Source: an optimization exercise on an open RTL-to-GDS flow (aim: small area, a short achievable clock period and few clock cycles per item). Production flows keep margins and buffers that such runs may drop.
At most, simulation tests tie the RTL to the original design; equivalence was not proved.

v6:
==> module weight_update, before the edit <==
module weight_update #(
  parameter int WWIDTH   = 8,
  parameter int LR_SHIFT = 4,
  parameter int ADDR_L0  = 0,
  parameter int ADDR_L1  = 1
) (
  input  logic               CLK,
  input  logic               RST,
  input  logic               start,
  input  logic signed [8:0]  x0,
  input  logic signed [8:0]  x1,
  input  logic signed [8:0]  x2,
  input  logic signed [8:0]  x3,
  input  logic signed [8:0]  v0,
  input  logic signed [8:0]  v1,
  input  logic signed [8:0]  v2,
  input  logic signed [8:0]  v3,
  input  logic signed [8:0]  v4,
  input  logic signed [8:0]  v5,
  input  logic signed [8:0]  delta_20,
  input  logic signed [8:0]  delta_21,
  input  logic signed [8:0]  delta_22,
  input  logic signed [8:0]  delta_23,
  input  logic signed [8:0]  delta_24,
  input  logic signed [8:0]  delta_25,
  input  logic signed [8:0]  delta_30,
  input  logic signed [8:0]  delta_31,
  output logic               busy,
  output logic               done,
  output logic [3:0]         addr,
  output logic [255:0]       write_data,
  output logic               we,
  input  logic [255:0]       read_data
);
  logic [1:0] st_q;
  wire idle = (st_q == 2'd0);
  wire s1   = (st_q == 2'd1);
  wire s2   = (st_q == 2'd2);
  wire s3   = (st_q == 2'd3);
  always_ff @(posedge CLK or posedge RST) begin
    if (RST)       st_q <= 2'd0;
    else if (idle) st_q <= start ? 2'd1 : 2'd0;
    else           st_q <= st_q + 2'd1;
  end
  logic [7:0] sel1_q;
  logic [5:0] sel2_q;
  always_ff @(posedge CLK or posedge RST) begin
    if (RST) begin
      sel1_q <= '0;
      sel2_q <= '0;
    end else begin
      for (int c = 0; c < 8; c++)
        sel1_q[c] <= (idle && (start || c[0])) || (s2 && c[1]) || (s3 && c[2]);
      for (int c = 0; c < 6; c++)
        sel2_q[c] <= s1 || (idle && !start && c[0]) || (s2 && c[1]) || (s3 && c[2]);
    end
  end
  logic [8:0] x_q  [4];
  logic [8:0] v_q  [6];
  logic [8:0] d2_q [6];
  logic [8:0] d3_q [2];
  always_ff @(posedge CLK) begin
    if (idle) begin
      x_q[0]  <= x0;       x_q[1]  <= x1;       x_q[2]  <= x2;       x_q[3]  <= x3;
      v_q[0]  <= v0;       v_q[1]  <= v1;       v_q[2]  <= v2;
      v_q[3]  <= v3;       v_q[4]  <= v4;       v_q[5]  <= v5;
      d2_q[0] <= delta_20; d2_q[1] <= delta_21; d2_q[2] <= delta_22;
      d2_q[3] <= delta_23; d2_q[4] <= delta_24; d2_q[5] <= delta_25;
      d3_q[0] <= delta_30; d3_q[1] <= delta_31;
    end
  end
  logic [8:0] ma [18];
  logic [8:0] mb [18];
  logic [7:0] mw [18];
  logic [7:0] mo [18];
  for (genvar g = 0; g < 18; g++) begin : g_mac
    wu_mac u_mac (.a(ma[g]), .b(mb[g]), .w(mw[g]), .o(mo[g]));
  end
  always_comb begin
    for (int m = 0; m < 12; m++) begin
      ma[m] = sel1_q[m % 8] ? v_q[m % 6]  : x_q[m % 4];
      mb[m] = sel1_q[(m + 4) % 8] ? d3_q[m / 6] : d2_q[m / 4];
      mw[m] = read_data[8*m +: 8];
    end
    for (int n = 0; n < 6; n++) begin
      ma[12+n] = sel1_q[(n + 2) % 8] ? x_q[2*(n%2)] : x_q[2*(n%2)+1];
      mb[12+n] = d2_q[3 + n/2];
      mw[12+n] = sel2_q[n] ? read_data[8*(4*(3+n/2) + 2*(n%2) + 1) +: 8] : 8'd0;
    end
  end
  logic [7:0] e_q [6];
  always_ff @(posedge CLK) begin
    for (int n = 0; n < 6; n++) e_q[n] <= mo[12+n];
  end
  logic [255:0] w_d, w_q;
  always_comb begin
    w_d = read_data;
    for (int m = 0; m < 12; m++) w_d[8*m +: 8] = mo[m];
    for (int n = 0; n < 6; n++) begin
      w_d[8*(4*(3+n/2) + 2*(n%2))     +: 8] = read_data[8*(4*(3+n/2) + 2*(n%2)) +: 8] + (sel2_q[n] ? e_q[n] : 8'd0);
      w_d[8*(4*(3+n/2) + 2*(n%2) + 1) +: 8] = sel2_q[n] ? mo[12+n] : read_data[8*(4*(3+n/2) + 2*(n%2) + 1) +: 8];
    end
  end
  always_ff @(posedge CLK) w_q <= w_d;
  assign write_data = w_q;
  assign busy = !idle;
  assign done = s3;
  assign we   = s2 || s3;
  assign addr = (s1 || s3) ? 4'(ADDR_L0) : 4'(ADDR_L1);
endmodule
clock: 10.0 ns
lec_check: 0
abc_clock_period_in_ps: 5000
cap_margin: 20
core_margin: 2
core_utilization: 60
setup_slack_margin: 4
slew_margin: 20
run.sh (not shown) runs the stock make flow with config.mk's settings and CLKGATE_MAP_FILE= SYNTH_SCRIPT=/design/flow/synth_recipe.tcl, a recipe that flattens the netlist after the stock synthesis.
--- input diff v6..v7 ---
-- flow/design.v --
<<< v6, line 43
    else           st_q <= st_q + 2'd1;
  end
  logic [7:0] sel1_q;
  logic [5:0] sel2_q;
  always_ff @(posedge CLK or posedge RST) begin
    if (RST) begin
      sel1_q <= '0;
      sel2_q <= '0;
    end else begin
      for (int c = 0; c < 8; c++)
        sel1_q[c] <= (idle && (start || c[0])) || (s2 && c[1]) || (s3 && c[2]);
      for (int c = 0; c < 6; c++)
        sel2_q[c] <= s1 || (idle && !start && c[0]) || (s2 && c[1]) || (s3 && c[2]);
    end
  end
  logic [8:0] x_q  [4];
  logic [8:0] v_q  [6];
  logic [8:0] d2_q [6];
  logic [8:0] d3_q [2];
  always_ff @(posedge CLK) begin
    if (idle) begin
      x_q[0]  <= x0;       x_q[1]  <= x1;       x_q[2]  <= x2;       x_q[3]  <= x3;
      v_q[0]  <= v0;       v_q[1]  <= v1;       v_q[2]  <= v2;
      v_q[3]  <= v3;       v_q[4]  <= v4;       v_q[5]  <= v5;
      d2_q[0] <= delta_20; d2_q[1] <= delta_21; d2_q[2] <= delta_22;
      d2_q[3] <= delta_23; d2_q[4] <= delta_24; d2_q[5] <= delta_25;
      d3_q[0] <= delta_30; d3_q[1] <= delta_31;
    end
  end
  logic [8:0] ma [18];
>>> v7, line 43
    else           st_q <= st_q + 2'd1;
  end
  logic [5:0] sel2_q;
  always_ff @(posedge CLK or posedge RST) begin
    if (RST) sel2_q <= '0;
    else
      for (int c = 0; c < 6; c++)
        sel2_q[c] <= s1 || (idle && !start && c[0]) || (s2 && c[1]) || (s3 && c[2]);
  end
  wire [8:0] vp [6];
  assign vp[0] = v0; assign vp[1] = v1; assign vp[2] = v2;
  assign vp[3] = v3; assign vp[4] = v4; assign vp[5] = v5;
  wire [8:0] xp [4];
  assign xp[0] = x0; assign xp[1] = x1; assign xp[2] = x2; assign xp[3] = x3;
  wire [8:0] d2p [6];
  assign d2p[0] = delta_20; assign d2p[1] = delta_21; assign d2p[2] = delta_22;
  assign d2p[3] = delta_23; assign d2p[4] = delta_24; assign d2p[5] = delta_25;
  wire [8:0] d3p [2];
  assign d3p[0] = delta_30; assign d3p[1] = delta_31;
  logic [8:0] x_q  [4];
  logic [8:0] d2_q [6];
  always_ff @(posedge CLK) begin
    if (idle) begin
      for (int i = 0; i < 4; i++) x_q[i]  <= xp[i];
      for (int j = 0; j < 6; j++) d2_q[j] <= d2p[j];
    end
  end
  logic [8:0] ua_q [12];
  logic [8:0] ub_q [4];
  logic [8:0] uc_q [2];
  always_ff @(posedge CLK) begin
    for (int m = 0; m < 12; m++) ua_q[m] <= idle ? vp[m % 6] : x_q[m % 4];
    ub_q[0] <= idle ? d3p[0] : d2_q[0];
    ub_q[1] <= idle ? d3p[0] : d2_q[1];
    ub_q[2] <= idle ? d3p[1] : d2_q[1];
    ub_q[3] <= idle ? d3p[1] : d2_q[2];
    for (int p = 0; p < 2; p++) uc_q[p] <= idle ? xp[2*p] : x_q[2*p+1];
  end
  logic [8:0] ma [18];
<<< v6, line 79
  always_comb begin
    for (int m = 0; m < 12; m++) begin
      ma[m] = sel1_q[m % 8] ? v_q[m % 6]  : x_q[m % 4];
      mb[m] = sel1_q[(m + 4) % 8] ? d3_q[m / 6] : d2_q[m / 4];
      mw[m] = read_data[8*m +: 8];
    end
    for (int n = 0; n < 6; n++) begin
      ma[12+n] = sel1_q[(n + 2) % 8] ? x_q[2*(n%2)] : x_q[2*(n%2)+1];
      mb[12+n] = d2_q[3 + n/2];
      mw[12+n] = sel2_q[n] ? read_data[8*(4*(3+n/2) + 2*(n%2) + 1) +: 8] : 8'd0;
>>> v7, line 88
  always_comb begin
    for (int m = 0; m < 12; m++) begin
      ma[m] = ua_q[m];
      mb[m] = ub_q[(m < 4) ? 0 : (m < 6) ? 1 : (m < 8) ? 2 : 3];
      mw[m] = read_data[8*m +: 8];
    end
    for (int n = 0; n < 6; n++) begin
      ma[12+n] = uc_q[n % 2];
      mb[12+n] = d2_q[3 + n/2];
      mw[12+n] = sel2_q[n] ? read_data[8*(4*(3+n/2) + 2*(n%2) + 1) +: 8] : 8'd0;
Findings:
v7 reports a lower number of placement rows than v6 does. Setup WNS v6 -> v7: better. Count of cell types in the netlist, v7 vs v6: up by a few percent. v7 vs v6: synthesized instance count down in v7. Of the two values seen for worst-path cell with the longest stage delay, sky130_fd_sc_hd__dfxtp_1 was produced by v7 and sky130_fd_sc_hd__edfxtp_1 by v6. v7 ended up with a higher fraction of standard cell area that is sequential than v6 did. The number of logic inverters in the finished layout in v7 was lower than what v6 gave. Between v7 and v6, it is v7 whose number of H-tree levels is higher, by 1. In v7 relative to v6, multi-input logic area had gone down by a few percent. v7 finished end to end and its layout was clean on timing, DRC and antenna. The global-route wire length before repair number comes out lower for v7 vs v6. Against v6, clock-buffer cell count in v7 rose by more than a quarter. Final cell count in v7 is 197 below v6. The run showing the smaller global-route usage is v7. [compare] base=v6 new=v7: met3 track utilization from global routing has decreased, clock skew -0.021 ns.
Testbench counts of v7, summed over its fixed seeds: cycles 3,840, items 960.
Function not checked in v6: the RTL went through the layout flow alone.

## re-timing with driven ports
In the flow no input, the clock included, has a driving cell. The finished layouts below were timed again as built, in two steps.
Step 1, drivers: a clkbuf_16 drives CLK and a buf_2 each remaining input, both assumed.
Step 2 also shifts input and output timing later by t, the mid clock arrival at the registers, as if the neighbouring blocks saw the same clock.
a / b / c = ideal / step 1 / step 2; a / b = the first two.
run	shift t [ns]	setup WS [ns]	worst register clock-pin slew, ns	worst data-port slew with drivers (ns)	cell pins on the clock port's net
v6	0.736	4.195 / 4.195 / 4.195	0.08 / 0.08	0.15	1
v7	0.678	4.614 / 4.614 / 4.614	0.07 / 0.07	0.16	1
After both steps setup and hold are still met in every run listed.
